Source: an optimization exercise on an open RTL-to-GDS flow (aim: small area, a short achievable clock period and few clock cycles). Production flows keep margins and buffers that such runs may drop. The RTL was checked by simulation tests, not by an equivalence proof against the original design. The clock input has no modelled driver; a real chip could not lean on it and would need a root buffer or a full tree. Power is estimated from default activity; no workload was simulated.

run D:
==> module pkt_loopback_top, before the edit <==
module pkt_loopback_top (
    input  logic  rd_clk,
    input  logic  rd_rst_n,
    input  logic  link_up,
    input  logic  rx_valid,
    input  pkt_loopback_pkg::beat_t rx_beat,
    output logic  tx_valid,
    output pkt_loopback_pkg::beat_t tx_beat,
    input  logic  tx_ready
);
    localparam int N  = 16;          
    localparam int W  = 64 + 3 + 1;   
    localparam int P  = 4;           
    localparam int PW = 64 / P;
    logic [W-1:0] slot [N];
    logic [P-1:1] carry;             
    logic [N-1:0] v;                 
    logic [N-1:0] move;              
    logic         pop;
    logic         tv;                
    logic         next_sop;          
    logic         out_sop;
    assign pop = tv && tx_ready;
    logic [N-1:1] room;              
    logic [N:0]   empty_from;        
    logic [N-1:0] gap_at;            
    logic [N-1:0] two_from;          
    logic [N-1:0] v_stay;            
    logic [N-1:0] v_shift;           
    logic [N-1:0] v_nxt;
    logic [N-1:1] room_nxt;
    always_comb begin
        empty_from[N] = 1'b0;
        for (int i = 0; i < N; i++) begin
            empty_from[i] = !v[i] || ((i < N - 1) ? room[(i < N - 1) ? i + 1 : 1] : 1'b0);
        end
        for (int i = 0; i < N; i++) begin
            gap_at[i] = !v[i] && empty_from[i+1];
        end
        two_from[N-1] = 1'b0;
        for (int i = N - 2; i >= 0; i--) begin
            two_from[i] = two_from[i+1] || gap_at[i];
        end
        move[0] = rx_valid;
        for (int i = 1; i < N; i++) begin
            move[i] = room[i] || (v[i-1] && pop);
        end
        v_stay[0]  = rx_valid || (v[0] && !empty_from[1]);
        v_shift[0] = rx_valid;
        for (int i = 1; i < N; i++) begin
            v_stay[i]  = room[i] || (v[i] && !empty_from[i+1]);
            v_shift[i] = v[i-1];
        end
        v_nxt = pop ? v_shift : v_stay;
        room_nxt[1] = rx_valid && (two_from[0] || (pop && v[N-1] && empty_from[0]));
        for (int i = 2; i < N; i++) begin
            room_nxt[i] = v[i-2] && (two_from[i-1] || (pop && v[N-1] && empty_from[i-1]));
        end
    end
    logic [W-1:0] step [P];
    logic [P-1:0] cout;
    always_comb begin
        for (int i = 0; i < P; i++) begin
            logic         cin;
            logic [PW-1:0] part;
            cin     = (i == 0) ? 1'b1 : carry[i == 0 ? 1 : i];
            part    = slot[i][i*PW +: PW];
            step[i] = slot[i];
            step[i][i*PW +: PW] = part + PW'(cin);
            cout[i] = cin && (&part);
        end
    end
    always_ff @(posedge rd_clk) begin
        if (move[0]) begin
            slot[0] <= {rx_beat.eop,
                        rx_beat.empty & {3{rx_beat.eop}},
                        rx_beat.data};
        end
        for (int i = 1; i <= P; i++) begin
            if (move[i]) begin
                slot[i] <= step[i-1];
            end
        end
        for (int i = 1; i < P; i++) begin
            if (move[i]) begin
                carry[i] <= cout[i-1];
            end
        end
        for (int i = P + 1; i < N - 1; i++) begin
            if (move[i]) begin
                slot[i] <= slot[i-1];
            end
        end
    end
    logic keep_top;
    assign keep_top = v[N-1] && !pop;
    always_ff @(posedge rd_clk) begin
        slot[N-1] <= (slot[N-2] & {W{move[N-1]}}) | (slot[N-1] & {W{keep_top}});
        out_sop   <= (next_sop & move[N-1]) | (out_sop & keep_top);
    end
    always_ff @(posedge rd_clk or negedge rd_rst_n) begin
        if (!rd_rst_n) begin
            v        <= '0;
            room     <= '0;
            tv       <= 1'b0;
            next_sop <= 1'b1;
        end else begin
            v        <= v_nxt;
            room     <= room_nxt;
            if (move[N-1]) begin
                next_sop <= slot[N-2][W-1];
            end
            tv       <= v_nxt[N-1] && link_up;
        end
    end
    always_ff @(posedge rd_clk) begin
        tx_valid <= v_nxt[N-1] && link_up;
    end
    assign tx_beat = {out_sop, slot[N-1]};
endmodule
==> flow/config.mk <==
export PLATFORM = sky130hd
export DESIGN_NAME = pkt_loopback_top
export DESIGN_NICKNAME = pkt_loopback_top
export VERILOG_FILES = /design/flow/design.v
export SDC_FILE = /design/flow/constraint.sdc
export NUM_CORES = 4
export LEC_CHECK = 0
export CAP_MARGIN = 20
export CORE_MARGIN = 2
export CORE_UTILIZATION = 65
export SETUP_SLACK_MARGIN = 3.05
export SLEW_MARGIN = 20
==> flow/constraint.sdc <==
create_clock -name core_clock -period 5.0 [get_ports {rd_clk}]
set_input_delay 1.0000 -clock core_clock [delete_from_list [all_inputs] [get_ports {rd_clk}]]
set_output_delay 1.0000 -clock core_clock [all_outputs]
set_load 0.01 [all_outputs]
standard.sh (not shown) runs the stock make flow with config.mk's settings and CLKGATE_MAP_FILE= SYNTH_SCRIPT=/design/flow/synth_recipe.tcl, a recipe that flattens the netlist after the stock synthesis.
==> flow/flow/run.sh <==
#!/bin/bash
# The standard layout with two changes: the port buffers are buf_2 cells
# rather than the delay buffer that buffer_ports picks by default (every port
# still gets its own buffer), and the clock tree is built by cts_tree.tcl, a
# balanced two-level tree, in place of TritonCTS's three-level one. The make
# output goes to standard_flow.log here; ORFS keeps each step's log under
# orfs/logs. Timing repair fixes fanout with buffers rather than by cloning
# gates, and may resize cells across footprints.
set -euo pipefail
here=$(pwd)
bash standard.sh BUFFER_PORTS_ARGS="-buffer_cell sky130_fd_sc_hd__buf_2" \
  PRE_CTS_TCL="$here/flow/cts_tree.tcl" SKIP_GATE_CLONING=1 MATCH_CELL_FOOTPRINT=0 finish > standard_flow.log 2>&1
Other scripts of this flow, unchanged in this note and not shown: flow/flow/cts_tree.tcl
Run D ended with every stage complete and zero timing, DRC or antenna violations.
Testbench counts of run D, summed over its fixed seeds: cycles 4,916.
--- input diff run D..run B ---
-- flow/design.v --
<<< run D, line 74
        end
    end
    logic [W-1:0] step [P];
    logic [P-1:0] cout;
>>> run B, line 74
        end
    end
    logic         skip;
    logic [N-1:0] v_fin;
    logic [N-1:1] room_fin;
    always_comb begin
        skip  = v[N-3] && !v[N-2] && (pop || !v[N-1]);
        v_fin = v_nxt;
        v_fin[N-1] = v_nxt[N-1] || skip;
        v_fin[N-2] = v_nxt[N-2] && !skip;
        room_fin = room_nxt;
        room_fin[N-1] = room_nxt[N-1] && !skip;
    end
    logic [W-1:0] step [P];
    logic [P-1:0] cout;
<<< run D, line 112
    assign keep_top = v[N-1] && !pop;
    always_ff @(posedge rd_clk) begin
        slot[N-1] <= (slot[N-2] & {W{move[N-1]}}) | (slot[N-1] & {W{keep_top}});
        out_sop   <= (next_sop & move[N-1]) | (out_sop & keep_top);
    end
    always_ff @(posedge rd_clk or negedge rd_rst_n) begin
>>> run B, line 123
    assign keep_top = v[N-1] && !pop;
    always_ff @(posedge rd_clk) begin
        slot[N-1] <= (slot[N-2] & {W{move[N-1]}}) | (slot[N-3] & {W{skip}}) |
                     (slot[N-1] & {W{keep_top}});
        out_sop   <= (next_sop & (move[N-1] || skip)) | (out_sop & keep_top);
    end
    always_ff @(posedge rd_clk or negedge rd_rst_n) begin
<<< run D, line 122
            next_sop <= 1'b1;
        end else begin
            v        <= v_nxt;
            room     <= room_nxt;
            if (move[N-1]) begin
                next_sop <= slot[N-2][W-1];
            end
            tv       <= v_nxt[N-1] && link_up;
        end
    end
    always_ff @(posedge rd_clk) begin
        tx_valid <= v_nxt[N-1] && link_up;
    end
    assign tx_beat = {out_sop, slot[N-1]};
>>> run B, line 134
            next_sop <= 1'b1;
        end else begin
            v        <= v_fin;
            room     <= room_fin;
            if (move[N-1]) begin
                next_sop <= slot[N-2][W-1];
            end
            if (skip) begin
                next_sop <= slot[N-3][W-1];
            end
            tv       <= v_fin[N-1] && link_up;
        end
    end
    always_ff @(posedge rd_clk) begin
        tx_valid <= v_fin[N-1] && link_up;
    end
    assign tx_beat = {out_sop, slot[N-1]};
==> comparison <==
- [run B] via count of the first global-routing pass rose 1169 relative to run D
- Smallest setup slack after layout (higher): run B
- Run comparison: run D worst setup path startpoint slot[15][62]$_DFF_P_; run B worst setup path startpoint slot[15][11]$_DFF_P_
- Delta (run B minus run D): global-route met3 utilization went up by 0.27 points; horizontal die dimension went up; power share of the clock group held; sequential share of layout area decreased by 0.95 points relative to the old numbers.
- Delta (run B minus run D): met2 track demand over resource rose by 3.0 points; overall power after layout stayed essentially flat.
- On run B: worst setup timing slack at the placement stage is 0.18 ns lower than what run D gave.
Testbench counts of run B, summed over its fixed seeds: cycles 4,821.
No run of this note takes its clock network from TritonCTS; it comes from the design's own scripts or RTL.

## afterwards: timing with drivers on the ports
The results above use ideal ports. As a check the final layouts listed here were re-extracted and re-timed, cells and wires unchanged. Step 1 assumes that a clkbuf_16 drives the clock port and a buf_2 every other input. Step 2 also shifts input and output timing later by t, the mid clock arrival at the registers, as if the neighbouring blocks saw the same clock. a / b / c = ideal / step 1 / step 2; a / b = the first two.
| run | shift t [ns] | slack for setup (ns) | worst setup path after step 2 | clock arrival spread, ns |
|---|---|---|---|---|
| run D | 0.526 | 3.066 / 2.952 / 2.750 | input to register | 0.022 / 0.021 |
| run B | 0.528 | 3.071 / 2.956 / 2.660 | input to register | 0.018 / 0.019 |
After both steps every run listed still meets setup and hold. The setup slack of run B, which loses most, moves by -0.115 ns with the drivers and by -0.411 ns with both steps.
